This design comes from an exercise in tuning for small area, a short achievable clock period and few clock cycles per item on the open sky130 flow, not from production work. RTL that was checked went through simulation tests only; none was proved equivalent to the original. Only the layout flow was run in runs 3 and 4; the RTL was not checked for function there. Power figures rest on the tool's default switching activity, not on a simulated workload.

`flow/design.v`:
```
module axi_slave_mem #(
    parameter int ADDR_WIDTH = 32,
    parameter int DATA_WIDTH = 32,
    parameter int MEM_DEPTH  = 64
) (
    input  logic                    aclk,
    input  logic                    arst,
    input  logic [3:0]              awid,
    input  logic [ADDR_WIDTH-1:0]   awaddr,
    input  logic [3:0]              awlen,
    input  logic [2:0]              awsize,
    input  logic [1:0]              awburst,
    input  logic [1:0]              awlock,
    input  logic [1:0]              awcache,
    input  logic [1:0]              awprot,
    input  logic                    awvalid,
    output logic                    awready,
    input  logic [3:0]              wid,
    input  logic [DATA_WIDTH-1:0]   wdata,
    input  logic [DATA_WIDTH/8-1:0] wstrb,
    input  logic                    wlast,
    input  logic                    wvalid,
    output logic                    wready,
    output logic [3:0]              bid,
    output logic [1:0]              bresp,
    output logic                    bvalid,
    input  logic                    bready,
    input  logic [3:0]              arid,
    input  logic [ADDR_WIDTH-1:0]   araddr,
    input  logic [3:0]              arlen,
    input  logic [2:0]              arsize,
    input  logic [1:0]              arburst,
    input  logic [1:0]              arlock,
    input  logic [1:0]              arcache,
    input  logic [1:0]              arprot,
    input  logic                    arvalid,
    output logic                    arready,
    output logic [3:0]              rid,
    output logic [DATA_WIDTH-1:0]   rdata,
    output logic [1:0]              rresp,
    output logic                    rlast,
    output logic                    rvalid,
    input  logic                    rready
);
    localparam int BYTES = DATA_WIDTH / 8;
    localparam int LSB   = $clog2(BYTES);
    localparam int IDX_W = (MEM_DEPTH > 1) ? $clog2(MEM_DEPTH) : 1;
    typedef struct packed {
        logic [10:0] lo;      
        logic        hz;      
        logic        hn;      
        logic [3:0]  hx;      
        logic [3:0]  len;
        logic [2:0]  size;
        logic [1:0]  burst;
        logic [3:0]  id;
        logic [3:0]  cnt;     
        logic        err;     
    } bst_t;
    function automatic logic cfg_err(
        input logic [2:0] size,
        input logic [3:0] len,
        input logic [1:0] burst
    );
        logic bad_wrap;
        bad_wrap = (burst == 2'b10) &&
                   !(len == 4'd1 || len == 4'd3 ||
                     len == 4'd7 || len == 4'd15);
        cfg_err = (burst == 2'b11) || (int'(size) > LSB) || bad_wrap;
    endfunction
    function automatic bst_t load(
        input logic [ADDR_WIDTH-1:0] a,
        input logic [3:0]  len,
        input logic [2:0]  size,
        input logic [1:0]  burst,
        input logic [3:0]  id
    );
        bst_t s;
        s.lo    = a[10:0];
        s.hz    = (a[ADDR_WIDTH-1:11] == '0);
        s.hn    = (a[ADDR_WIDTH-1:15] == '1);
        s.hx    = a[14:11];
        s.len   = len;
        s.size  = size;
        s.burst = burst;
        s.id    = id;
        s.cnt   = 4'd0;
        s.err   = cfg_err(size, len, burst);
        load = s;
    endfunction
    function automatic logic oor(input bst_t s);
        oor = !s.hz || (s.lo[10:8] != 3'd0);
    endfunction
    function automatic logic last(input bst_t s);
        last = (s.cnt == s.len);
    endfunction
    function automatic bst_t advance(input bst_t s);
        bst_t        n;
        logic [10:0] below;      
        logic [10:0] g;          
        logic [10:0] cin;        
        logic [10:0] inc;        
        logic        cout;       
        logic [10:0] mask;       
        n = s;
        for (int j = 0; j < 11; j++) below[j] = (j < int'(s.size));
        g = s.lo | below;
        for (int j = 0; j < 11; j++) begin
            cin[j] = 1'b1;
            for (int k = 0; k < j; k++) cin[j] = cin[j] & g[k];
        end
        cout = &g;
        inc  = s.lo ^ (cin & ~below);
        mask = (11'(s.len) << s.size) | below;
        case (s.burst)
            2'b01: begin
                n.lo = inc;
                if (cout) begin
                    n.hz = s.hn && (s.hx == 4'hf);
                    n.hn = s.hn && (s.hx != 4'hf);
                    n.hx = s.hx + 4'd1;
                end
            end
            2'b10:   n.lo = (s.lo & ~mask) | (inc & mask);
            default: n.lo = s.lo;
        endcase
        n.cnt = s.cnt + 4'd1;
        advance = n;
    endfunction
    function automatic logic oor_adv(input bst_t s);
        logic [10:0] below;
        logic [10:0] g;
        logic [10:0] mask;
        logic [2:0]  hi3;        
        logic        c8;         
        for (int j = 0; j < 11; j++) below[j] = (j < int'(s.size));
        g    = s.lo | below;
        c8   = &g[7:0];
        mask = (11'(s.len) << s.size) | below;
        hi3[0] = mask[8]  ? (s.lo[8]  ^ c8)               : s.lo[8];
        hi3[1] = mask[9]  ? (s.lo[9]  ^ (c8 && g[8]))     : s.lo[9];
        hi3[2] = mask[10] ? (s.lo[10] ^ (c8 && (&g[9:8]))) : s.lo[10];
        case (s.burst)
            2'b01:   oor_adv = s.hz ? ((s.lo[10:8] != 3'd0) || c8) :
                               !(s.hn && (s.hx == 4'hf) && (&g));
            2'b10:   oor_adv = !s.hz || (hi3 != 3'd0);
            default: oor_adv = oor(s);
        endcase
    endfunction
    logic unused_ok;
    assign unused_ok = ^{awlock, awcache, awprot,
                         arlock, arcache, arprot};
    logic [MEM_DEPTH-1:0][DATA_WIDTH-1:0] mem;
    logic [MEM_DEPTH-1:0]  vld;
    logic                  m_we;
    logic [IDX_W-1:0]      m_widx;
    logic [BYTES-1:0]      m_strb;
    logic [DATA_WIDTH-1:0] m_wdat;
    always_ff @(posedge aclk or negedge arst) begin
        if (!arst) vld <= '0;
        else if (m_we) vld[m_widx] <= 1'b1;
    end
    for (genvar g = 0; g < MEM_DEPTH; g++) begin : g_word
        for (genvar b = 0; b < BYTES; b++) begin : g_byte
            always_ff @(posedge aclk)
                if (m_we && m_widx == IDX_W'(g) && (m_strb[b] || !vld[g]))
                    mem[g][b*8 +: 8] <= m_wdat[b*8 +: 8];
        end
    end
    bst_t       wc, wp;          
    logic       wc_v, wp_v;
    logic [IDX_W-1:0] wk_idx;
    logic             wk_oor;
    logic       aw_rdy, w_rdy;
    logic       bq0_v, bq1_v;
    logic [3:0] bq0_id, bq1_id;
    logic       bq0_e, bq1_e;
    bst_t       aw_in, ws;       
    bst_t       ws_nx;           
    logic [IDX_W-1:0] ws_idx;
    logic       ws_oor;
    logic       aw_hs, w_hs, ws_last, w_berr, b_push, b_pop;
    assign aw_in  = load(awaddr, awlen, awsize, awburst, awid);
    assign aw_hs  = awvalid && aw_rdy;
    assign w_hs   = wvalid && w_rdy;
    assign ws      = wc_v ? wc : aw_in;
    assign ws_idx  = wc_v ? wk_idx : aw_in.lo[LSB +: IDX_W];
    assign ws_oor  = wc_v ? wk_oor : oor(aw_in);
    assign ws_nx   = advance(ws);
    assign ws_last = last(ws);
    assign w_berr  = (wlast != ws_last) || (wid != ws.id) || ws_oor;
    assign b_push  = w_hs && ws_last;
    assign b_pop   = bq0_v && bready;
    always_ff @(posedge aclk or negedge arst) begin
        if (!arst) m_we <= 1'b0;
        else       m_we <= w_hs && !ws_oor;
    end
    always_ff @(posedge aclk) begin
        m_widx <= ws_idx;
        m_strb <= wstrb;
        for (int b = 0; b < BYTES; b++)
            m_wdat[b*8 +: 8] <= wstrb[b] ? wdata[b*8 +: 8] : 8'd0;
    end
    bst_t wc_n, wp_n;
    logic wc_vn, wp_vn, bq0_vn, bq1_vn;
    logic [3:0] bq0_idn, bq1_idn;
    logic bq0_en, bq1_en;
    logic ws_err;
    logic wk_oorn;
    always_comb begin
        wc_n    = wc;
        wc_vn   = wc_v;
        wk_oorn = wk_oor;
        wp_n  = wp;
        wp_vn = wp_v;
        ws_err = ws.err || w_berr;
        if (w_hs) begin
            if (ws_last) begin
                if (wp_v) begin
                    wc_n    = wp;
                    wc_vn   = 1'b1;
                    wk_oorn = oor(wp);
                    wp_vn   = 1'b0;
                end else if (aw_hs && wc_v) begin
                    wc_n    = aw_in;
                    wc_vn   = 1'b1;
                    wk_oorn = oor(aw_in);
                end else begin
                    wc_vn = 1'b0;
                end
            end else begin
                wc_n     = ws_nx;
                wc_n.err = ws_err;
                wc_vn    = 1'b1;
                wk_oorn  = oor_adv(ws);
            end
        end else if (aw_hs && !wc_v) begin
            wc_n    = aw_in;
            wc_vn   = 1'b1;
            wk_oorn = oor(aw_in);
        end
        if (aw_hs && wc_v && !(w_hs && ws_last)) begin
            wp_n  = aw_in;
            wp_vn = 1'b1;
        end
        bq0_vn  = bq0_v;
        bq0_idn = bq0_id;
        bq0_en  = bq0_e;
        bq1_vn  = bq1_v;
        bq1_idn = bq1_id;
        bq1_en  = bq1_e;
        if (b_pop) begin
            bq0_vn  = bq1_v;
            bq0_idn = bq1_id;
            bq0_en  = bq1_e;
            bq1_vn  = 1'b0;
        end
        if (b_push) begin
            if (!bq0_vn) begin
                bq0_vn  = 1'b1;
                bq0_idn = ws.id;
                bq0_en  = ws_err;
            end else begin
                bq1_vn  = 1'b1;
                bq1_idn = ws.id;
                bq1_en  = ws_err;
            end
        end
    end
    always_ff @(posedge aclk or negedge arst) begin
        if (!arst) begin
            wc_v   <= 1'b0;
            wp_v   <= 1'b0;
            bq0_v  <= 1'b0;
            bq1_v  <= 1'b0;
            aw_rdy <= 1'b0;
            w_rdy  <= 1'b0;
        end else begin
            wc_v   <= wc_vn;
            wp_v   <= wp_vn;
            bq0_v  <= bq0_vn;
            bq1_v  <= bq1_vn;
            aw_rdy <= !wp_vn;
            w_rdy  <= !bq1_vn;
        end
    end
    always_ff @(posedge aclk) begin
        wc     <= wc_n;
        wk_idx <= wc_n.lo[LSB +: IDX_W];
        wk_oor <= wk_oorn;
        wp     <= wp_n;
        bq0_id <= bq0_idn;
        bq0_e  <= bq0_en;
        bq1_id <= bq1_idn;
        bq1_e  <= bq1_en;
    end
    assign awready = aw_rdy;
    assign wready  = w_rdy;
    assign bvalid  = bq0_v;
    assign bid     = bq0_id;
    assign bresp   = {bq0_e, 1'b0};
    bst_t       rc, rp;          
    logic       rc_v, rp_v, ar_rdy;
    logic       ar_hs, fetch;
    bst_t       ar_in;
    logic [IDX_W-1:0] k_idx;
    logic             k_oor;
    logic                  o_v, o_last, o_err;
    logic [3:0]            o_id;
    logic [DATA_WIDTH-1:0] o_data;
    assign ar_in = load(araddr, arlen, arsize, arburst, arid);
    assign ar_hs = arvalid && ar_rdy;
    assign fetch = rc_v && (!o_v || rready);
    logic [MEM_DEPTH-1:0]  r_sel;
    logic [DATA_WIDTH-1:0] r_data;
    always_comb begin
        r_data = '0;
        for (int i = 0; i < MEM_DEPTH; i++)
            r_data = r_data | (mem[i] & {DATA_WIDTH{r_sel[i]}});
    end
    bst_t rc_n, rp_n, r_src;
    logic rc_vn, rp_vn, r_load;
    logic [IDX_W-1:0] k_idxn;
    logic             k_oorn;
    always_comb begin
        rc_n   = rc;
        rc_vn  = rc_v;
        rp_n   = rp;
        rp_vn  = rp_v;
        k_idxn = k_idx;
        k_oorn = k_oor;
        r_load = 1'b0;
        r_src  = rp_v ? rp : ar_in;
        if (fetch) begin
            if (last(rc)) begin
                if (rp_v) begin
                    r_load = 1'b1;
                    rp_vn  = 1'b0;
                end else if (ar_hs) begin
                    r_load = 1'b1;
                end else begin
                    rc_vn = 1'b0;
                end
            end else begin
                k_idxn = rc.lo[LSB +: IDX_W];
                k_oorn = oor(rc);
                rc_n   = advance(rc);
            end
        end else if (ar_hs && !rc_v) begin
            r_load = 1'b1;
        end
        if (r_load) begin
            rc_vn     = 1'b1;
            k_idxn    = r_src.lo[LSB +: IDX_W];
            k_oorn    = oor(r_src);
            rc_n      = advance(r_src);
            rc_n.cnt  = 4'd0;
        end
        if (ar_hs && rc_v && !(fetch && last(rc))) begin
            rp_n  = ar_in;
            rp_vn = 1'b1;
        end
    end
    always_ff @(posedge aclk or negedge arst) begin
        if (!arst) begin
            rc_v   <= 1'b0;
            rp_v   <= 1'b0;
            ar_rdy <= 1'b0;
            o_v    <= 1'b0;
        end else begin
            rc_v   <= rc_vn;
            rp_v   <= rp_vn;
            ar_rdy <= !rp_vn;
            if (fetch)       o_v <= 1'b1;
            else if (rready) o_v <= 1'b0;
        end
    end
    always_ff @(posedge aclk) begin
        rc    <= rc_n;
        rp    <= rp_n;
        k_idx <= k_idxn;
        k_oor <= k_oorn;
        for (int i = 0; i < MEM_DEPTH; i++)
            r_sel[i] <= vld[i] && !k_oorn && (k_idxn == IDX_W'(i));
        if (fetch) begin
            o_id   <= rc.id;
            o_last <= last(rc);
            o_err  <= rc.err || k_oor;
            o_data <= r_data;
        end
    end
    assign arready = ar_rdy;
    assign rvalid  = o_v;
    assign rid    = o_id;
    assign rlast  = o_last;
    assign rresp  = {o_err, 1'b0};
    assign rdata  = o_data;
endmodule
```
`flow/run.sh`:
```
#!/bin/bash
# synth_recipe.tcl (not shown) runs the flow's synth.tcl, then flattens the netlist and writes it again
# the make line also repeats each setting of config.mk as NAME=value (left out here)
make -C /OpenROAD-flow-scripts/flow DESIGN_CONFIG=/design/flow/config.mk WORK_HOME=/design/flow/orfs CLKGATE_MAP_FILE= SYNTH_SCRIPT=/design/flow/synth_recipe.tcl finish
```
`flow/config.mk`:
```
export PLATFORM = sky130hd
export DESIGN_NAME = axi_slave_mem
export DESIGN_NICKNAME = axi_slave_mem
export VERILOG_FILES = /design/flow/design.v
export SDC_FILE = /design/flow/constraint.sdc
export NUM_CORES = 4
export LEC_CHECK = 0
export CAP_MARGIN = 20
export CORE_MARGIN = 2
export CORE_UTILIZATION = 55
export CTS_CLUSTER_DIAMETER = 80
export CTS_CLUSTER_SIZE = 30
export PLACE_DENSITY = 0.65
export SETUP_SLACK_MARGIN = 5
export SLEW_MARGIN = 20
export SYNTH_MEMORY_MAX_BITS = 16384
```
`flow/constraint.sdc`:
```
create_clock -name core_clock -period 8.0 [get_ports {aclk}]
set_input_delay 1.6000 -clock core_clock [delete_from_list [all_inputs] [get_ports {aclk}]]
set_output_delay 1.6000 -clock core_clock [all_outputs]
set_load 0.01 [all_outputs]
```
==> results.ini, run 1 <==
[run_status]
status=timing/DRC/antenna clean

[clock_tree]
clk_pin_slew_ns=0.10
htree_num_levels=3
cts.hold.buffers_added=0
clock_sinks=2417
clk_path_buf_depth=3
clock_latency_ns=0.82
cts_tree=done
numCtsBuffers=113
clock-root-buffer=clkbuf_16

[sta]
holdWs_ns=0.436
min_period_ns=3.26
hold_viol=0
finalCritPeriodShare_pct=40.7
clock.fmax_ghz=0.307
fin_tns_setup_ns=0
setup_viol=0
rsz0062_at_grt=yes
maxSlewHeadroom_pct=14.0
finClkSkew_ns=0.0695
finalMaxSlewViolations=0
tightest_slew_ns=1.29

[run]
max_cap_viol_count=0

[synth]
synth_fa_ha_area_share_pct=0.373
synth_top_family_by_area=compound AO/OA/AOI/OAI gates
synth_edf_count=2220
avgSynthCellArea_um2=17.3
synthArstFlopShare_pct=3.10
synth_area_um2=90500
ys_ff_latch=2417
ys_warn_count=1
synthXorXnorAreaFrac_pct=0.378
synth-seq-area-share_pct=78.5
synth_ff_type=edfxtp_1
synthMuxAreaShare_pct=1.16
synth_simple_gate_area_share_pct=4.28
synth_compound_area_share_pct=13.8
synth_cell_types=92
synthCells=5221

[drt]
drt-initial-drc-count=11700
viasPerCell=7.64
vias=60000
antenna_left=0
wirelength_um=354000
detailedRoute.firstPassIterationCount=9
wl_per_cell_um=45.1
drc_errors=0

[critical_path]
crit_type=in2reg
r2r_start=m_widx[0]
crit_arrival_ns=3.79
required_ns=8.54
startpoint_type=input pin
cp_max_fo=2
setup.worst_path.start=araddr[1]
crit_path_end_kind=flip-flop

[global_route]
use_met3_pct=13.8
met1_usage_pct=54.8
met2_usage_pct=60.2
grt_start_max_net_pins=72
track_usage_pct=41.5
top_usage_layer=met2
antenna_found_initial=18
grt_pass1_vias=54600
grt-ovfl-total=0
grt_pass1_wl_um=467000

[layout]
nNetsFinal=5766
layout-drive-gt1-share_pct=18.3
area_delta_synth_final_pct=13.5

[pwr]
finalPower_mw=25.5
power_density_nw_per_um2=249
irDropWorstVdd_uv=250
power.leakage_nw=34.0

[floorplan]
die_h_um=410
dieArea_um2=168000
die_w_um=410
fp-row-count=148
start_util_pct=55.5
ioPinCount=200
core_um2=163000

[placement]
port_buffers=185
gp_congestion=1.10
dp_hpwl_um=202000

[min_path]
hold_path_class=reg2reg
min_from=rc[8]

Yosys cell counts (all sizes together), types with 9 or more instances:
cell	n	area share [%]
edfxtp	2220	74
a221oi	516	5.0
a22o	513	5.0
a21oi	305	1.7
clkbuf	246	1.0
nand2	152	0.63
nand4	142	0.99
dfxtp	122	2.7
nor2	112	0.47
and3	79	0.55
dfrtp	75	2.1
mux2i	69	0.79
o21bai	66	0.55
and2	53	0.37
inv	49	0.21
buf	44	0.30
o21ai	42	0.23
nand3	41	0.23
or4	35	0.29
mux2	30	0.38
xnor2	29	0.28
ha	27	0.37
nor3	27	0.16
o22ai	24	0.17
a221o	22	0.24
nor4	17	0.14
a31oi	11	0.11
nor2b	11	0.076
a22oi	10	0.083
xor2	10	0.097
a211oi	9	0.080
nand2b	9	0.073
o211ai	9	0.075
per-stage QoR:
| step | area (µm²) | setup slack (ns) | utilization [%] | instances |
|---|---|---|---|---|
| 6_report | 103000 | 4.74 | 63.0 | 7858 |
| 3_3_place_gp | 96500 | 2.88 | 59.2 | 7513 |
| 4_1_cts | 102000 | 4.72 | 62.6 | 7814 |
| 5_1_grt | 103000 | 4.74 | 63.0 | 7852 |
| 3_5_place_dp | 96600 | 2.85 | 59.3 | 7515 |
| 2_1_floorplan | 90900 | 4.02 | - | 5222 |
where the power goes:
group	internal, mW	total [mW]	switching (mW)
sequential	14.1	14.7	0.583
combinational	1.48	3.54	2.06
clock	2.97	7.31	4.34
sequential cells by signal (all words and copies together), names as in the netlist, 30 cells and up:
signal and cells:
o_data 32, rc 35, mem 2048, rp 31, m_wdat 32, wp 31
vld 64, r_sel 64, wc 30
placed cells by master, fill, tap and decap left out, types with 75 or more instances in the layout:
cell type,instances
a221oi_1,510
a21oi_1,187
a22o_1,513
nor2_1,91
clkdlybuf4s50_1,86
clkbuf_16,116
buf_4,323
edfxtp_1,2220
nand4_1,141
and3_1,75
nand2_1,143
kinds of logic after synthesis:
logic type,after synthesis
flops,2417
compound gates,1589
simple gates,709
buf+inv,340
mux,99
xor+xnor,39
fa+ha+maj,27
other cells,1
repair_timing:
action | 4_1_cts | 5_1_grt
pin swaps | 49 | 33
gates resized for setup | 477 | 69
cloned | 7 | 1
setup endpoints to repair | 601 | 380
setup buffers | 90 | 36
worst paths after layout:
| check | end | slack [ns] | cells past startpoint |
|---|---|---|---|
| max | rc[33] | 4.74 | 11 |
| min | o_id[3] | 0.44 | 0 |
| max reg2reg | mem[1327] | 4.87 | 4 |
| min reg2reg | o_id[3] | 0.44 | 0 |
| max in group asynchronous | vld[9] | 6.40 | 2 |
| min in group asynchronous | rc_v | 0.63 | 1 |
metal layers:
metal,up-vias,share of wire [%]
met5,-,0.070
met2,5782,42
met3,1262,16
li1,22600,-
met1,30400,33
met4,18,7.9
final cells by class:
cell class	instances	area (µm²)
diodes	7	17.5
clock buffers	119	2890
clock inverters	83	1050
fillers	11700	60300
inverters	50	215
multi-input cells	2466	19900
flip-flops and latches	2417	71300
well taps	2175	2720
repair buffers	538	4560
repair inverters	3	23.8
critical path, cell delays in order:
cell             delay (ns)
clkdlybuf4s15_1        0.18
mux2_4                 0.29
o21ba_4                0.23
o31ai_4                0.28
nor2b_4                0.07
ha_4                   0.17
ha_4                   0.16
ha_4                   0.20
a32o_1                 0.21
a222oi_1               0.26
o22ai_1                0.14
Testbench counts, summed over its fixed seeds: cycles 22,070, beats 28,664.
==> inputs of run 2 (changes only) <==
==> flow/flow/run.sh (new file) <==
#!/bin/bash
set -e
export CTS_ARGS="-sink_clustering_enable -repair_clock_nets -sink_clustering_size 30 -sink_clustering_max_diameter 80 -dont_use_dummy_load"
bash standard.sh > standard.log 2>&1
==> flow/standard.sh (new file) <==
#!/bin/bash
# synth_recipe.tcl (not shown) runs the flow's synth.tcl, then flattens the netlist and writes it again
# the make line also repeats each setting of config.mk as NAME=value (left out here)
make -C /OpenROAD-flow-scripts/flow DESIGN_CONFIG=/design/flow/config.mk WORK_HOME=/design/flow/orfs CLKGATE_MAP_FILE= SYNTH_SCRIPT=/design/flow/synth_recipe.tcl "${@:-finish}"
--- a/flow/config.mk
+++ b/flow/config.mk
@@ -7,10 +7,10 @@
 export LEC_CHECK = 0
 export CAP_MARGIN = 20
 export CORE_MARGIN = 2
-export CORE_UTILIZATION = 55
+export CORE_UTILIZATION = 45
 export CTS_CLUSTER_DIAMETER = 80
 export CTS_CLUSTER_SIZE = 30
-export PLACE_DENSITY = 0.65
+export PLACE_DENSITY = 0.55
 export SETUP_SLACK_MARGIN = 5
 export SLEW_MARGIN = 20
 export SYNTH_MEMORY_MAX_BITS = 16384
removed: flow/run.sh
==> run 2 against run 1 <==
Effect of this change: via count is 1.0% lower; die area is 22% higher; clock power is about 10% lower; largest cell class unchanged; largest power group unchanged; highest routed layer unchanged.
==> results.ini, run 2 <==
[pwr]
power_density_nw_per_um2=242
power.leakage_nw=33.9
irDropWorstVdd_uv=235
finalPower_mw=24.7

[floorplan]
fp-row-count=164
dieArea_um2=205000
start_util_pct=45.3
die_h_um=452
die_w_um=452
ioPinCount=200
core_um2=200000

[sta]
rsz0062_at_grt=yes
fin_tns_setup_ns=0
finalMaxSlewViolations=0
min_period_ns=3.34
setup_viol=0
hold_viol=0
holdWs_ns=0.430
finalCritPeriodShare_pct=41.7
maxSlewHeadroom_pct=16.7
clock.fmax_ghz=0.300
tightest_slew_ns=1.25
finClkSkew_ns=0.137

[critical_path]
crit_type=in2reg
crit_path_end_kind=flip-flop
startpoint_type=input pin
r2r_slack_ns=4.86
worstPathCellList=buf_8 > mux2_4 > nor3_4 > ha_4 > a211oi_4 > o31ai_4 > nor2b_1 > ha_2 > ha_4 > ha_4 > a32o_1 > a222oi_1 > o22ai_1
r2r-end=rc[33]
slowest_stage=mux2_4
cpPeakStageDelay_ns=0.29
cp_num_buf_inv=1
crit_arrival_ns=3.84
required_ns=8.50
cpLargestDelayFamily=adder cells
worstRegToRegCells=13
cp_max_fo=3
r2r_start=rp_v
crit_path_frequent_cell=ha_4

[run]
max_cap_viol_count=0

[drt]
drc_errors=0
drt-initial-drc-count=10900
wirelength_um=379000
antenna_left=0
wl_per_cell_um=45.7
vias=59400
viasPerCell=7.17
detailedRoute.firstPassIterationCount=6

[clock_tree]
clock_sinks=2417
numCtsBuffers=121
clk_pin_slew_ns=0.09
cts_tree=done
clock-root-buffer=clkbuf_16
clk_path_buf_depth=3
htree_num_levels=3
cts.hold.buffers_added=0
clock_latency_ns=0.86

[layout]
largest_reg_flops=2048
regMostFlops=mem
reg_top3=mem x2048, r_sel x64, vld x64
layout-drive-gt1-share_pct=17.2
final_cells=8288
multi_input_comb_area_um2=19800
mostFrequentLayoutCells=edfxtp_1 (2220), a22o_1 (513), a221oi_1 (507), buf_4 (357), a21oi_1 (223)
area_delta_synth_final_pct=13.2
seq_area_um2=71200
fillers=16500
mostFrequentLayoutCell=edfxtp_1
nNetsFinal=5806

[global_route]
antenna_found_initial=17
grt-ovfl-total=0
use_met3_pct=10.4
top_usage_layer=met2
grt_start_max_net_pins=65
met1_usage_pct=48.8
met2_usage_pct=54.8
track_usage_pct=36.3
grt_pass1_vias=54300
grt_pass1_wl_um=496000

[synth]
synth_top_cells_by_count=edfxtp_1 (2220), a221oi_1 (515), a22o_1 (513)
synthArstFlopShare_pct=3.10
synth_area_um2=90500
synth_simple_gate_area_share_pct=4.28
yosys-top-cells-area=edfxtp_1 (74%), a221oi_1 (5.0%), a22o_1 (5.0%)
synth_compound_area_share_pct=13.8
ys_warn_count=1
synth.top_cell.area_share_pct=73.7
synth_top_area_cell=edfxtp_1
synthMuxAreaShare_pct=1.16
synthXorXnorAreaFrac_pct=0.378
avgSynthCellArea_um2=17.3
synth_edf_count=2220
ys_ff_latch=2417
synth_cell_types=92
synth_top_family_by_area=compound AO/OA/AOI/OAI gates
synth-seq-area-share_pct=78.5
synth_ff_type=edfxtp_1
synthCells=5221
synth_fa_ha_area_share_pct=0.373
synth_most_common_cell=edfxtp_1

[placement]
port_buffers=185
dp_hpwl_um=221000
gp_congestion=1.11
dp_cells=8052

[run_status]
status=timing/DRC/antenna clean

[min_path]
hold_path_class=reg2reg
hold_end=o_id[0]
min_from=rc[5]
hold_path_depth=0

[run 2: how the worst max path moves through the flow]
| stage | startpoint | end | slack, ns | depth (start not counted) |
|---|---|---|---|---|
| floorplan | arsize[1] | rc[33] | 4.02 | 13 |
| global placement | awsize[1] | wc[32] | 2.86 | 11 |
| detailed placement | awsize[1] | wc[32] | 2.84 | 11 |
| CTS | arsize[2] | rc[33] | 4.71 | 13 |
| global route | arsize[2] | rc[33] | 4.54 | 13 |
| finish | arsize[2] | rc[33] | 4.66 | 13 |
[run 2: logic make-up after synthesis]
| group | after synthesis |
|---|---|
| flops | 2417 |
| compound gates | 1589 |
| simple gates | 709 |
| buf+inv | 340 |
| mux | 99 |
| xor+xnor | 39 |
| fa+ha+maj | 27 |
| other cells | 1 |
[run 2: per-stage QoR]
step / util, % / setup slack [ns] / cell area, µm²
CTS: 50.9 / 4.71 / 102000
global route: 51.2 / 4.54 / 102000
floorplan: - / 4.02 / 90900
finish: 51.2 / 4.66 / 102000
detailed placement: 48.7 / 2.84 / 97400
global placement: 48.7 / 2.86 / 97400
[run 2: timing repair]
action                                  in CTS  in global routing
pin swaps                                   54                 45
endpoints found under the setup margin     415                322
resized for setup                          440                106
buffers inserted                            87                 16
cloned                                       6                  1
[run 2: routing by layer]
metal | part of all wire (%) | vias to the layer above
met5 | 0.015 | -
met4 | 6.1 | 10
met3 | 14 | 951
met1 | 36 | 31200
li1 | - | 22500
met2 | 44 | 4667
[run 2: layout make-up]
type | count | area share [%]
diodes | 5 | 0.0122
clock buffers | 121 | 2.96
repair buffers | 570 | 4.64
flip-flops and latches | 2417 | 69.6
multi-input cells | 2466 | 19.3
inverters | 50 | 0.214
well taps | 2656 | 3.25
repair inverters | 3 | 0.0232
[run 2: power by group]
part / internal [mW] / switching (mW)
registers: 14.1 / 0.566
clock network: 2.68 / 3.89
logic: 1.40 / 2.10
==> inputs of run 3 (changes only) <==
--- a/flow/design.v
+++ b/flow/design.v
@@ -105,11 +105,19 @@
         n = s;
         for (int j = 0; j < 11; j++) below[j] = (j < int'(s.size));
         g = s.lo | below;
-        for (int j = 0; j < 11; j++) begin
+        for (int j = 0; j < 7; j++) begin
             cin[j] = 1'b1;
             for (int k = 0; k < j; k++) cin[j] = cin[j] & g[k];
         end
-        cout = &g;
+        cin[7]  = (g[0] & g[1]) & ((g[2] & g[3]) & ((g[4] & g[5]) & g[6]));
+        cin[8]  = (g[0] & g[1]) & ((g[2] & g[3]) & ((g[4] & g[5]) &
+                  (g[6] & s.lo[7])));
+        cin[9]  = (g[0] & g[1]) & ((g[2] & g[3]) & (((g[4] & g[5]) & g[6]) &
+                  (s.lo[7] & s.lo[8])));
+        cin[10] = (g[0] & g[1]) & ((g[2] & g[3]) & (((g[4] & g[5]) & g[6]) &
+                  ((s.lo[7] & s.lo[8]) & s.lo[9])));
+        cout    = (g[0] & g[1]) & ((g[2] & g[3]) & (((g[4] & g[5]) & g[6]) &
+                  ((s.lo[7] & s.lo[8]) & (s.lo[9] & s.lo[10]))));
         inc  = s.lo ^ (cin & ~below);
         mask = (11'(s.len) << s.size) | below;
         case (s.burst)
==> flow/run.sh (new file) <==
#!/bin/bash
# synth_recipe.tcl (not shown) runs the flow's synth.tcl, then flattens the netlist and writes it again
# the make line also repeats each setting of config.mk as NAME=value (left out here)
make -C /OpenROAD-flow-scripts/flow DESIGN_CONFIG=/design/flow/config.mk WORK_HOME=/design/flow/orfs CLKGATE_MAP_FILE= SYNTH_SCRIPT=/design/flow/synth_recipe.tcl finish
--- a/flow/config.mk
+++ b/flow/config.mk
@@ -7,10 +7,10 @@
 export LEC_CHECK = 0
 export CAP_MARGIN = 20
 export CORE_MARGIN = 2
-export CORE_UTILIZATION = 45
+export CORE_UTILIZATION = 55
 export CTS_CLUSTER_DIAMETER = 80
 export CTS_CLUSTER_SIZE = 30
-export PLACE_DENSITY = 0.55
-export SETUP_SLACK_MARGIN = 5
+export PLACE_DENSITY = 0.65
+export SETUP_SLACK_MARGIN = 4.75
 export SLEW_MARGIN = 20
 export SYNTH_MEMORY_MAX_BITS = 16384
removed: flow/flow/run.sh
removed: flow/standard.sh
==> run 3 against run 2 <==
Effect of this change: area after synthesis is 0.18% lower; combinational power is about 20% lower; global-route usage increased by 5.6 points; first-iteration DRC count up 2.7%; critical endpoint is now mem[1352]; worst hold slack better by 0.0041 ns; largest cell class unchanged; synthesized cell count grew 0.59%; via count decreased by 0.39%; non-clock buffer count shrank 123; count of clock-buffer cells in the layout is 8 higher; largest power group unchanged; flip-flop and latch count unchanged; sequential share of layout area grew 0.82 points; core utilization up 11 points.
==> results.ini, run 3 <==
[run_status]
status=timing/DRC/antenna clean

[synth]
synth_area_um2=90300
synthXorXnorAreaFrac_pct=0.437
ys_warn_count=1
avgSynthCellArea_um2=17.2
synth_top_family_by_area=compound AO/OA/AOI/OAI gates
yosys-top-cells-area=edfxtp_1 (74%), a221oi_1 (5.0%), a22o_1 (5.0%)
synth_simple_gate_area_share_pct=4.42
synth_most_common_cell=edfxtp_1
synthMuxAreaShare_pct=1.06
synth_edf_count=2220
synth-seq-area-share_pct=78.6
synth_top_area_cell=edfxtp_1
synth_compound_area_share_pct=13.7
synth_ff_type=edfxtp_1
synth_fa_ha_area_share_pct=0.249
synthArstFlopShare_pct=3.10
synth_top_cells_by_count=edfxtp_1 (2220), a221oi_1 (518), a22o_1 (515)
synthCells=5252
ys_ff_latch=2417
synth.top_cell.area_share_pct=73.8
synth_cell_types=79

[sta]
hold_viol=0
finClkSkew_ns=0.0542
finalCritPeriodShare_pct=43.1
min_period_ns=3.45
maxSlewHeadroom_pct=12.1
setup_viol=0
tightest_slew_ns=1.32
finalMaxSlewViolations=0
clock.fmax_ghz=0.290
fin_tns_setup_ns=0
rsz0062_at_grt=yes

[global_route]
grt-ovfl-total=0
grt_pass1_vias=54000
antenna_found_initial=12
track_usage_pct=41.9
grt_pass1_wl_um=470000
grt_start_max_net_pins=66

[pwr]
irDropWorstVdd_uv=219
power_density_nw_per_um2=244
power.leakage_nw=33.3

[floorplan]
start_util_pct=55.4
die_h_um=409
die_w_um=409
core_um2=163000
dieArea_um2=167000
ioPinCount=200
fp-row-count=148

[layout]
regMostFlops=mem
seq_area_um2=71300
largest_reg_flops=2048
final_util_pct=62.1
area_delta_synth_final_pct=12.1
fillers=11900
post-route-cell-area_um2=101000
multi_input_comb_area_um2=19200
nNetsFinal=5691
mostFrequentLayoutCells=edfxtp_1 (2220), a221oi_1 (516), a22o_1 (515), buf_4 (248), a21oi_1 (188)
mostFrequentLayoutCell=edfxtp_1
reg_top3=mem x2048, r_sel x64, vld x64
layout-drive-gt1-share_pct=14.8

[min_path]
min_from=rc[7]
hold_path_depth=0
hold_end=o_id[2]
hold_path_class=reg2reg

[critical_path]
required_ns=8.43
crit_path_end_kind=flip-flop
crit_type=reg2reg
startpoint_type=flip-flop
r2r_start=m_we
crit_arrival_ns=3.88
cp_max_fo=16
r2r_slack_ns=4.55
worstRegToRegCells=3
r2r-end=mem[1352]

[clock_tree]
clk_path_buf_depth=3
numCtsBuffers=110
clock_sinks=2417
clk_pin_slew_ns=0.11
cts.hold.buffers_added=0
clock-root-buffer=clkbuf_16
cts_tree=done
clock_latency_ns=0.83
htree_num_levels=3

[placement]
dp_hpwl_um=208000
gp_congestion=1.16
place_area_um2=96300
port_buffers=185

[drt]
viasPerCell=7.58
drc_errors=0
detailedRoute.firstPassIterationCount=6
wl_per_cell_um=45.6
drt-initial-drc-count=11200
antenna_left=0
vias=59200
wirelength_um=356000

[run]
max_cap_viol_count=0

[run 3: cell types whose count changed after synthesis, sizes merged, moves of 8 or more]
| cell | delta |
|---|---|
| clkbuf | +8 |
| ha | -9 |
| and3 | -18 |
| nor4 | +11 |
| nand2b | +13 |
| nand2 | +11 |
| a221o | -16 |
| o21ai | +20 |
| o22ai | -8 |
| xor2 | +9 |
| inv | +14 |
| nor2 | -18 |
| nor3 | +27 |
| o21bai | -18 |
[run 3: where the power goes]
part / switching, mW / total [mW] / internal [mW]
clock network: 4.22 / 7.25 / 3.03
registers: 0.600 / 14.7 / 14.1
logic: 1.73 / 2.80 / 1.07
total: 6.56 / 24.8 / 18.2
[run 3: worst max-delay path by stage]
stage	end	startpoint	slack, ns	cells past startpoint
5_1_grt	rc[24]	arburst[0]	4.64	8
2_1_floorplan	r_sel[31]	rready	3.85	9
6_report	mem[1352]	m_we	4.55	3
3_5_place_dp	r_sel[19]	rready	2.17	10
4_1_cts	wk_oor	awaddr[6]	4.75	12
3_3_place_gp	r_sel[19]	rready	2.17	10
[run 3: worst max-delay path, stage by stage, from the launching register on]
cell and delay [ns]:
dfrtp_1 0.58, and3_1 0.82, nand2_1 0.59, a21oi_2 1.07
[run 3: logic make-up (layout without fill, tap and decap cells)]
family          Yosys count  in the layout
fa+ha+maj                18             18
mux                      92             92
simple gates            737            738
other cells               1             14
compound gates         1586           1586
xor+xnor                 45             45
buf+inv                 356            717
flops                  2417           2417
[run 3: per-layer routing]
layer / vias up / track usage, % / wire [µm] / share of wire, %
met4: 8 / 20.3 / 22500 / 6.3
li1: 22500 / - / - / -
met3: 1012 / 12.8 / 53200 / 15
met1: 30400 / 56.8 / 125000 / 35
met5: - / 0 / 45 / 0.013
met2: 5249 / 62.2 / 155000 / 44
[run 3: repair_timing]
item                                   4_1_cts  5_1_grt
setup endpoints to repair                  212      136
gates resized for setup                    163       83
pin swaps                                   32       30
endpoints found under the hold margin        0        0
cloned                                       2        1
buffers inserted                            31       15
[run 3: cell type report]
cell class              instances  share of cell area [%]
inverters                      65                   0.259
repair inverters                1                 0.00494
clock buffers                 129                    2.91
well taps                    2175                    2.69
repair buffers                447                    3.83
diodes                         12                  0.0297
flip-flops and latches       2417                    70.4
clock inverters                75                   0.916
multi-input cells            2481                    19.0
[run 3: through the flow]
step,setup WS (ns),total power [mW],hold slack (ns),cells
after CTS,4.75,24.5,0.438,7771
after detailed placement,2.17,17.3,0.425,7534
after global placement,2.17,17.3,0.401,7534
after floorplan,3.85,16.2,0.400,5253
after global routing,4.64,25.3,0.444,7790
final,4.55,24.8,0.434,7802
==> inputs of run 4 (changes only) <==
--- a/flow/config.mk
+++ b/flow/config.mk
@@ -8,9 +8,9 @@
 export CAP_MARGIN = 20
 export CORE_MARGIN = 2
 export CORE_UTILIZATION = 55
-export CTS_CLUSTER_DIAMETER = 80
-export CTS_CLUSTER_SIZE = 30
+export CTS_CLUSTER_DIAMETER = 70
+export CTS_CLUSTER_SIZE = 24
 export PLACE_DENSITY = 0.65
-export SETUP_SLACK_MARGIN = 4.75
+export SETUP_SLACK_MARGIN = 5
 export SLEW_MARGIN = 20
 export SYNTH_MEMORY_MAX_BITS = 16384
==> run 4 against run 3 <==
Effect of this change: setup slack improved by 0.19 ns; synthesized cell count did not move; count of clock-buffer cells in the layout rose by 37; critical endpoint is now mem[1542]; via count rose by 1.2%; critical path depth rose by 1; sequential share of layout area fell by 1.3 points; highest routed layer unchanged; flip-flop and latch count did not move; still clean on timing, DRC and antenna; largest cell class unchanged; wire length rose by 3.8%; area after synthesis did not move.
==> results.ini, run 4 <==
[clock_tree]
cts.hold.buffers_added=0
clk_pin_slew_ns=0.09
htree_num_levels=4
clock_sinks=2417
numCtsBuffers=136
cts_tree=done
clock_latency_ns=0.81
clock-root-buffer=clkbuf_16
clk_path_buf_depth=3

[placement]
dp_hpwl_um=217000
place_area_um2=96400
port_buffers=185
gp_congestion=1.12

[global_route]
grt_start_max_net_pins=65
grt_pass1_vias=55000
antenna_found_initial=21
grt-ovfl-total=0
grt_pass1_wl_um=485000
track_usage_pct=43.6

[sta]
tightest_slew_ns=1.31
clock.fmax_ghz=0.307
min_period_ns=3.25
hold_viol=0
finalMaxSlewViolations=0
fin_tns_setup_ns=0
rsz0062_at_grt=yes
finClkSkew_ns=0.0404
maxSlewHeadroom_pct=12.5
setup_viol=0
finalCritPeriodShare_pct=40.7

[critical_path]
startpoint_type=flip-flop
slowest_stage=a21oi_2
cp_max_fo=12
required_ns=8.41
cpLargestDelayFamily=simple AND/OR/NAND/NOR gates
r2r-end=mem[1542]
worstRegToRegCells=4
r2r_slack_ns=4.75
crit_arrival_ns=3.67
crit_type=reg2reg
worstPathCellList=nor2_1 > and2_1 > nand2_1 > a21oi_2
r2r_start=m_widx[3]
cpPeakStageDelay_ns=0.96
crit_path_end_kind=flip-flop
cp_num_buf_inv=0

[drt]
detailedRoute.firstPassIterationCount=9
wirelength_um=369000
drt-initial-drc-count=11600
viasPerCell=7.58
wl_per_cell_um=46.8
antenna_left=0
vias=59800
drc_errors=0

[layout]
seq_area_um2=71300
mostFrequentLayoutCell=edfxtp_1
nNetsFinal=5790
fillers=11700
mostFrequentLayoutCells=edfxtp_1 (2220), a22o_1 (515), a221oi_1 (511), buf_4 (298), a21oi_1 (183)
reg_top3=mem x2048, r_sel x64, vld x64
regMostFlops=mem
largest_reg_flops=2048
area_delta_synth_final_pct=14.2
layout-drive-gt1-share_pct=18.4
multi_input_comb_area_um2=20100
post-route-cell-area_um2=103000

[floorplan]
die_h_um=409
dieArea_um2=167000
ioPinCount=200
die_w_um=409
start_util_pct=55.4
core_um2=163000
fp-row-count=148

[synth]
synth-seq-area-share_pct=78.6
synth.top_cell.area_share_pct=73.8
synth_ff_type=edfxtp_1
synth_edf_count=2220
yosys-top-cells-area=edfxtp_1 (74%), a221oi_1 (5.0%), a22o_1 (5.0%)
synth_area_um2=90300
synth_cell_types=79
synth_top_cells_by_count=edfxtp_1 (2220), a221oi_1 (518), a22o_1 (515)
synthCells=5252
ys_ff_latch=2417
synth_top_area_cell=edfxtp_1
avgSynthCellArea_um2=17.2
synthArstFlopShare_pct=3.10
synth_most_common_cell=edfxtp_1
ys_warn_count=1

[min_path]
hold_path_class=reg2reg
hold_path_depth=0
hold_end=o_id[0]
min_from=rc[5]

[run]
max_cap_viol_count=0

[pwr]
irDropWorstVdd_uv=271
power_density_nw_per_um2=249
power.leakage_nw=34.0

[run_status]
status=timing/DRC/antenna clean

-- run 4: cell counts after synthesis --
Identical to the previous run, type by type.
-- run 4: what timing repair did --
item / 4_1_cts / 5_1_grt
gates cloned: 5 / 0
pin swaps: 57 / 52
setup endpoints to repair: 850 / 425
resized for setup: 511 / 117
buffers inserted: 88 / 24
-- run 4: per-layer routing --
| metal | part of all wire [%] | global-route usage (%) |
|---|---|---|
| met4 | 6.4 | 22.2 |
| met2 | 44 | 64.8 |
| met5 | 0.026 | 0 |
| met3 | 15 | 13.7 |
| met1 | 35 | 58.4 |
-- run 4: worst reg2reg max path: stages (launching register included) --
cell and delay (ns):
dfxtp_1 0.52, nor2_1 0.56, and2_1 0.46, nand2_1 0.36
a21oi_2 0.96
-- run 4: worst max-delay path by stage --
stage / cells past startpoint / from / slack [ns] / end
after detailed placement: 9 / arvalid / 2.19 / r_sel[35]
after global placement: 9 / arvalid / 2.26 / r_sel[51]
final: 4 / m_widx[3] / 4.75 / mem[1542]
after global routing: 13 / rready / 4.74 / r_sel[50]
after floorplan: 9 / rready / 3.85 / r_sel[31]
after CTS: 12 / rready / 4.82 / r_sel[28]
-- run 4: report_power, final --
part | leakage, nW | internal, mW | switching (mW)
clock network | 2.07 | 3.45 | 4.25
registers | 22.4 | 14.1 | 0.605
logic | 9.55 | 1.30 | 2.01
-- run 4: kinds of logic after synthesis --
family / Yosys count / share of synthesized area, %
xor+xnor: 45 / 0.437
buf+inv: 356 / 1.51
mux: 92 / 1.06
fa+ha+maj: 18 / 0.249
compound gates: 1586 / 13.7
simple gates: 737 / 4.42
flops: 2417 / 78.6
other cells: 1 / 0.00415
-- run 4: per-stage QoR --
step	cells	hold WS [ns]	total power [mW]	worst slack, ns	util (%)
3_3_place_gp	7540	0.401	17.3	2.26	59.2
4_1_cts	7859	0.419	25.4	4.82	62.8
6_report	7898	0.419	25.7	4.75	63.3
2_1_floorplan	5253	0.400	16.3	3.85	-
3_5_place_dp	7542	0.418	17.4	2.19	59.2
5_1_grt	7883	0.431	26.3	4.74	63.3
-- run 4: final cells by class --
class	count	area share, %
sequential	2417	69.1
multi-input combinational	2483	19.5
timing repair buffer	518	4.31
clock buffer	166	3.51
tap	2175	2.64
clock inverter	58	0.608
inverter	65	0.267
antenna	15	0.0364
timing repair inverter	1	0.00606
==> inputs of run 5 (changes only) <==
--- a/flow/design.v
+++ b/flow/design.v
@@ -175,8 +175,8 @@
                     mem[g][b*8 +: 8] <= m_wdat[b*8 +: 8];
         end
     end
-    bst_t       wc, wp;          
-    logic       wc_v, wp_v;
+    bst_t       wc;              
+    logic       wc_v;
     logic [IDX_W-1:0] wk_idx;
     logic             wk_oor;
     logic       aw_rdy, w_rdy;
@@ -209,8 +209,8 @@
         for (int b = 0; b < BYTES; b++)
             m_wdat[b*8 +: 8] <= wstrb[b] ? wdata[b*8 +: 8] : 8'd0;
     end
-    bst_t wc_n, wp_n;
-    logic wc_vn, wp_vn, bq0_vn, bq1_vn;
+    bst_t wc_n;
+    logic wc_vn, bq0_vn, bq1_vn;
     logic [3:0] bq0_idn, bq1_idn;
     logic bq0_en, bq1_en;
     logic ws_err;
@@ -219,38 +219,21 @@
         wc_n    = wc;
         wc_vn   = wc_v;
         wk_oorn = wk_oor;
-        wp_n  = wp;
-        wp_vn = wp_v;
         ws_err = ws.err || w_berr;
         if (w_hs) begin
             if (ws_last) begin
-                if (wp_v) begin
-                    wc_n    = wp;
-                    wc_vn   = 1'b1;
-                    wk_oorn = oor(wp);
-                    wp_vn   = 1'b0;
-                end else if (aw_hs && wc_v) begin
-                    wc_n    = aw_in;
-                    wc_vn   = 1'b1;
-                    wk_oorn = oor(aw_in);
-                end else begin
-                    wc_vn = 1'b0;
-                end
+                wc_vn = 1'b0;
             end else begin
                 wc_n     = ws_nx;
                 wc_n.err = ws_err;
                 wc_vn    = 1'b1;
                 wk_oorn  = oor_adv(ws);
             end
-        end else if (aw_hs && !wc_v) begin
+        end else if (aw_hs) begin
             wc_n    = aw_in;
             wc_vn   = 1'b1;
             wk_oorn = oor(aw_in);
         end
-        if (aw_hs && wc_v && !(w_hs && ws_last)) begin
-            wp_n  = aw_in;
-            wp_vn = 1'b1;
-        end
         bq0_vn  = bq0_v;
         bq0_idn = bq0_id;
         bq0_en  = bq0_e;
@@ -278,17 +261,15 @@
     always_ff @(posedge aclk or negedge arst) begin
         if (!arst) begin
             wc_v   <= 1'b0;
-            wp_v   <= 1'b0;
             bq0_v  <= 1'b0;
             bq1_v  <= 1'b0;
             aw_rdy <= 1'b0;
             w_rdy  <= 1'b0;
         end else begin
             wc_v   <= wc_vn;
-            wp_v   <= wp_vn;
             bq0_v  <= bq0_vn;
             bq1_v  <= bq1_vn;
-            aw_rdy <= !wp_vn;
+            aw_rdy <= !wc_vn;
             w_rdy  <= !bq1_vn;
         end
     end
@@ -296,7 +277,6 @@
         wc     <= wc_n;
         wk_idx <= wc_n.lo[LSB +: IDX_W];
         wk_oor <= wk_oorn;
-        wp     <= wp_n;
         bq0_id <= bq0_idn;
         bq0_e  <= bq0_en;
         bq1_id <= bq1_idn;
--- a/flow/config.mk
+++ b/flow/config.mk
@@ -8,8 +8,8 @@
 export CAP_MARGIN = 20
 export CORE_MARGIN = 2
 export CORE_UTILIZATION = 55
-export CTS_CLUSTER_DIAMETER = 70
-export CTS_CLUSTER_SIZE = 24
+export CTS_CLUSTER_DIAMETER = 80
+export CTS_CLUSTER_SIZE = 30
 export PLACE_DENSITY = 0.65
 export SETUP_SLACK_MARGIN = 5
 export SLEW_MARGIN = 20
==> run 5 against run 4 <==
Effect of this change: setup slack gained 0.027 ns; largest power group unchanged; register-to-register slack better by 0.09 ns; non-clock buffer count shrank 39; still clean; total power down 3.9%; combinational power is 9.7% lower.
==> results.ini, run 5 <==
[run]
max_cap_viol_count=0

[clock_tree]
clk_path_buf_depth=3
clock_sinks=2385
clock-root-buffer=clkbuf_16
cts_tree=done
clk_pin_slew_ns=0.10
clock_latency_ns=0.84
htree_num_levels=3
numCtsBuffers=113

[synth]
synthCells=5198
yosys-top-cells-area=edfxtp_1 (74%), a22o_1 (5.0%), a221oi_1 (4.9%)
synth_area_um2=89300
synth.top_cell.area_share_pct=73.6
synth-seq-area-share_pct=78.4
ys_ff_latch=2385
ys_warn_count=1
synthArstFlopShare_pct=3.10
synth_top_area_cell=edfxtp_1
synth_most_common_cell=edfxtp_1
synth_cell_types=88
avgSynthCellArea_um2=17.2
synth_top_cells_by_count=edfxtp_1 (2189), a22o_1 (506), a221oi_1 (504)
synth_ff_type=edfxtp_1
synth_edf_count=2189

[drt]
drt-initial-drc-count=11100
detailedRoute.firstPassIterationCount=6
wirelength_um=356000
wl_met2_um=152000
antenna_left=0
vias=59400
viasPerCell=7.63
highest_layer=met5
wl_per_cell_um=45.7
drc_errors=0
routed-wl-met3_um=56900
met1Wirelength_um=122000

[critical_path]
cpPeakStageDelay_ns=0.51
r2r_slack_ns=4.84
slowest_stage=or4_4
crit_path_frequent_cell=or4_4
crit_arrival_ns=3.77
crit_path_end_kind=flip-flop
cp_max_fo=3
crit_type=in2reg
worstRegToRegCells=4
required_ns=8.55
worstPathCellList=buf_6 > or4_4 > or4_4 > or4_4 > mux2i_4 > nand4_4 > a22o_2
startpoint_type=input pin

[sta]
hold_viol=0
setup_viol=0
finClkSkew_ns=0.0529
min_period_ns=3.23
clock.fmax_ghz=0.310
rsz0062_at_grt=yes
fin_tns_setup_ns=0
finalMaxSlewViolations=0
tightest_slew_ns=1.28
finalCritPeriodShare_pct=40.3
maxSlewHeadroom_pct=14.8

[layout]
largest_reg_flops=2048
post-route-cell-area_um2=101000
layout-drive-gt1-share_pct=18.1
area_delta_synth_final_pct=13.5
regMostFlops=mem
reg_top3=mem x2048, r_sel x64, vld x64
fillers=11400
final_util_pct=63.0
mostFrequentLayoutCell=edfxtp_1
nNetsFinal=5679
mostFrequentLayoutCells=edfxtp_1 (2189), a22o_1 (506), a221oi_1 (502), buf_4 (268), a21oi_1 (182)

[global_route]
grt_pass1_wl_um=469000
grt_pass1_vias=54000
grt-ovfl-total=0
antenna_found_initial=16
grt_start_max_net_pins=70
track_usage_pct=42.7

[floorplan]
start_util_pct=55.5
fp-row-count=147
core_um2=161000
die_w_um=407
ioPinCount=200
die_h_um=407
dieArea_um2=166000

[min_path]
hold_path_depth=0
hold_path_class=reg2reg

[placement]
port_buffers=185
dp_hpwl_um=203000
place_area_um2=95300
gp_congestion=1.21

[pwr]
power.leakage_nw=33.4
power_density_nw_per_um2=244
irDropWorstVdd_uv=212

[run_status]
status=timing/DRC/antenna clean

[run 5: path summary, 6_finish.rpt]
kind                             to       start
min                         o_id[1]       rc[6]
min in group asynchronous      wc_v        arst
max                           wc[0]  awaddr[14]
max in group asynchronous   vld[28]        arst
max reg2reg                mem[378]   m_widx[5]
min reg2reg                 o_id[1]       rc[6]
[run 5: timing repair]
item	in CTS	in global routing
gates cloned	5	0
gates resized for setup	529	124
setup buffers	59	33
endpoints found under the setup margin	436	456
hold buffers	0	0
pin swaps	55	47
[run 5: through the flow]
step                hold slack, ns  instances  total power [mW]  worst slack [ns]
global route                 0.454       7766              25.2              4.76
global placement             0.401       7455              16.7              2.60
CTS                          0.430       7731              24.3              4.70
detailed placement           0.420       7457              16.8              2.54
finish                       0.427       7779              24.7              4.77
floorplan                    0.400       5199              15.8              4.02
[run 5: critical path, delay by kind of cell]
kind,cells,cell delay (ns)
mux,1,0.21
simple gates,4,1.60
buf+inv,1,0.09
compound gates,1,0.27
[run 5: where the power goes]
group | total, mW | switching (mW) | internal [mW] | leakage [nW]
Sequential | 14.3 | 0.469 | 13.9 | 22.1
Clock | 7.38 | 4.33 | 3.05 | 1.94
Combinational | 2.99 | 1.82 | 1.18 | 9.38
[run 5: cells by family (layout without fill, tap and decap cells)]
logic type | Yosys count | after routing | share of synthesized area, %
buffers and inverters | 339 | 745 | 1.49
AO/OA/AOI/OAI | 1586 | 1586 | 13.8
flip-flops | 2385 | 2385 | 78.4
AND/OR/NAND/NOR | 727 | 728 | 4.41
multiplexers | 104 | 104 | 1.23
adder cells (fa/ha/maj) | 18 | 18 | 0.252
XOR/XNOR | 38 | 38 | 0.373
other | 1 | 15 | 0.00420
[run 5: layout make-up]
type                            count  area, µm²  share of cell area [%]
Timing Repair Buffer              479       4000                    3.94
Multi-Input combinational cell   2476      20100                    19.8
Clock inverter                     79       1020                    1.00
Inverter                           56        224                   0.221
Tap cell                         2160       2700                    2.67
Antenna cell                       13       32.5                  0.0321
Clock buffer                      131       3000                    2.96
Sequential cell                  2385      70400                    69.4
[run 5: layer usage]
layer,vias to the layer above,global-route usage [%]
li1,22300,-
met1,30300,56.7
met2,5513,61.9
met3,1192,15.0
met4,7,23.2
met5,-,0.624
Testbench counts of run 5, summed over its fixed seeds: cycles 22,070, beats 28,664.
==> inputs of run 6 (changes only) <==
--- a/flow/config.mk
+++ b/flow/config.mk
@@ -8,8 +8,8 @@
 export CAP_MARGIN = 20
 export CORE_MARGIN = 2
 export CORE_UTILIZATION = 55
-export CTS_CLUSTER_DIAMETER = 80
-export CTS_CLUSTER_SIZE = 30
+export CTS_CLUSTER_DIAMETER = 75
+export CTS_CLUSTER_SIZE = 26
 export PLACE_DENSITY = 0.65
 export SETUP_SLACK_MARGIN = 5
 export SLEW_MARGIN = 20
==> run 6 against run 5 <==
Effect of this change: clock power rose by 4.3%; wire length is essentially flat; still clean on timing, DRC and antenna; maximum frequency grew 0.76%; total power rose by 1.5%; sequential power about the same; first-iteration DRC count about the same; via count increased by 0.51%; core utilization grew 0.27 points; cell count grew 0.39%; largest power group unchanged; synthesized cell count unchanged; setup slack better by 0.024 ns.
==> results.ini, run 6 <==
[floorplan]
core_um2=161000
dieArea_um2=166000
die_h_um=407
start_util_pct=55.5
fp-row-count=147
die_w_um=407
ioPinCount=200

[synth]
avgSynthCellArea_um2=17.2
synth_top_area_cell=edfxtp_1
ys_warn_count=1
synth_cell_types=88
ys_ff_latch=2385
synth_ff_type=edfxtp_1
synth.top_cell.area_share_pct=73.6
synth-seq-area-share_pct=78.4
synth_top_cells_by_count=edfxtp_1 (2189), a22o_1 (506), a221oi_1 (504)
synth_area_um2=89300
synthArstFlopShare_pct=3.10
synthCells=5198
synth_most_common_cell=edfxtp_1
yosys-top-cells-area=edfxtp_1 (74%), a22o_1 (5.0%), a221oi_1 (4.9%)
synth_edf_count=2189

[pwr]
power_density_nw_per_um2=246
finalPower_mw=25.1
power.leakage_nw=33.6
irDropWorstVdd_uv=246

[drt]
antenna_left=0
viasPerCell=7.64
drt-initial-drc-count=11100
vias=59700
drc_errors=0
detailedRoute.firstPassIterationCount=8
wirelength_um=356000
wl_per_cell_um=45.6

[sta]
fin_tns_setup_ns=0
holdWs_ns=0.425
finalMaxSlewViolations=0
min_period_ns=3.20
setup_slack_ns=4.80
hold_viol=0
finalCritPeriodShare_pct=40.0
rsz0062_at_grt=yes
finClkSkew_ns=0.0344
clock.fmax_ghz=0.312
tightest_slew_ns=1.30
setup_viol=0
maxSlewHeadroom_pct=13.2

[critical_path]
slowest_stage=or4_4
cp_max_fo=3
r2r_start=m_widx[4]
crit_arrival_ns=3.77
worstPathCellList=buf_6 > or4_4 > or4_4 > or4_4 > mux2i_4 > nand4_4 > a22o_2
cpPeakStageDelay_ns=0.51
r2r_slack_ns=4.85
startpoint_type=input pin
crit_path_end_kind=flip-flop
crit_type=in2reg
worstRegToRegCells=4
r2r-end=mem[378]
required_ns=8.56
crit_path_frequent_cell=or4_4

[min_path]
hold_path_class=reg2reg
hold_path_depth=0
min_from=rc[6]
hold_end=o_id[1]

[layout]
fillers=11400
post-route-cell-area_um2=102000
seq_area_um2=70300
area_delta_synth_final_pct=14.0
mostFrequentLayoutCells=edfxtp_1 (2189), a22o_1 (506), a221oi_1 (502), buf_4 (281), a21oi_1 (182)
regMostFlops=mem
nNetsFinal=5697
mostFrequentLayoutCell=edfxtp_1
reg_top3=mem x2048, r_sel x64, vld x64
layout-drive-gt1-share_pct=18.2
largest_reg_flops=2048
multi_input_comb_area_um2=20100

[global_route]
antenna_found_initial=16
track_usage_pct=42.7
grt-ovfl-total=0
grt_start_max_net_pins=70
grt_pass1_wl_um=469000
grt_pass1_vias=54100

[clock_tree]
clock_sinks=2385
clk_pin_slew_ns=0.09
cts.hold.buffers_added=0
numCtsBuffers=121
clock-root-buffer=clkbuf_16
clk_path_buf_depth=3
htree_num_levels=3
clock_latency_ns=0.83
cts_tree=done

[placement]
gp_congestion=1.21
dp_hpwl_um=203000
port_buffers=185
place_area_um2=95300
dp_slack_ns=2.54

[run]
max_cap_viol_count=0

[run_status]
status=timing/DRC/antenna clean

-- run 6: cells by family after synthesis --
kind of cell	after synthesis	share of synthesized area, %
compound gates	1586	13.8
xor+xnor	38	0.373
fa+ha+maj	18	0.252
buf+inv	339	1.49
flops	2385	78.4
mux	104	1.23
other cells	1	0.00420
simple gates	727	4.41
-- run 6: timing repair --
action                                  in CTS  in global routing
pin swaps                                   53                 53
cloned                                       5                  0
endpoints found under the setup margin     460                428
resized for setup                          521                147
buffers inserted                            60                 43
endpoints found under the hold margin        0                  0
-- run 6: worst max-delay path, delay by kind of cell --
family / cells / cell delay, ns
AO/OA/AOI/OAI: 1 / 0.27
buffers and inverters: 1 / 0.09
multiplexers: 1 / 0.21
AND/OR/NAND/NOR: 4 / 1.59
-- run 6: per-layer routing --
layer	track usage (%)	share of wire [%]	vias up
met5	0	0.023	-
met4	23.2	7.1	14
met3	14.8	16	1228
met2	62.0	43	5659
met1	56.8	34	30400
li1	-	-	22400
-- run 6: worst max path at each step --
stage	startpoint	slack, ns	to
after floorplan	rready	4.02	r_sel[31]
after detailed placement	rready	2.54	r_sel[45]
after CTS	awaddr[14]	4.73	wc[0]
after global placement	rready	2.60	r_sel[29]
after global routing	awaddr[14]	4.77	wc[0]
final	awaddr[14]	4.80	wc[0]
-- run 6: final cells by class --
class	count	share of cell area [%]
Clock buffer	157	3.31
Sequential cell	2385	69.1
Timing Repair Buffer	489	4.02
Antenna cell	19	0.0467
Multi-Input combinational cell	2476	19.7
Tap cell	2160	2.65
Inverter	56	0.226
Clock inverter	67	0.895
-- run 6: through the flow --
step,util (%),std cells
2_1_floorplan,-,5199
3_3_place_gp,59.2,7455
3_5_place_dp,59.2,7457
4_1_cts,62.6,7746
5_1_grt,63.2,7790
6_report,63.3,7809
-- run 6: power breakdown --
group          leakage (nW)  internal, mW  switching [mW]
clock                  2.08          3.48            4.22
combinational          9.47          1.20            1.84
sequential             22.1          13.9           0.473

-- what the ideal ports hide --
No port has a modelled driver above. Below, the same layouts with a new extraction and two added sets of constraints. Step 1 assumes that a clkbuf_16 drives the clock port and a buf_2 every other input. Step 2 times the ports against the registers' clock, not the clock port: input delays grow and output delays shrink by t, the midpoint of the rising clock arrivals with the driver on. Slacks: ideal ports / drivers / drivers and shift; pairs: ideal ports / drivers.
run	shift t [ns]	setup WS [ns]	latest minus earliest clock arrival (ns)
run 1	0.869	4.744 / 4.786 / 3.917	0.070 / 0.070
run 2	0.884	4.663 / 4.717 / 3.833	0.139 / 0.139
run 3	0.899	4.553 / 4.553 / 3.873	0.057 / 0.057
run 4	0.880	4.747 / 4.747 / 3.944	0.044 / 0.044
run 5	0.894	4.773 / 4.821 / 3.927	0.058 / 0.058
run 6	0.901	4.798 / 4.849 / 3.949	0.037 / 0.037
After both steps setup and hold are still met in every run listed. For run 6, which loses most, drivers alone change the setup slack by +0.051 ns; drivers and shift together by -0.849 ns.
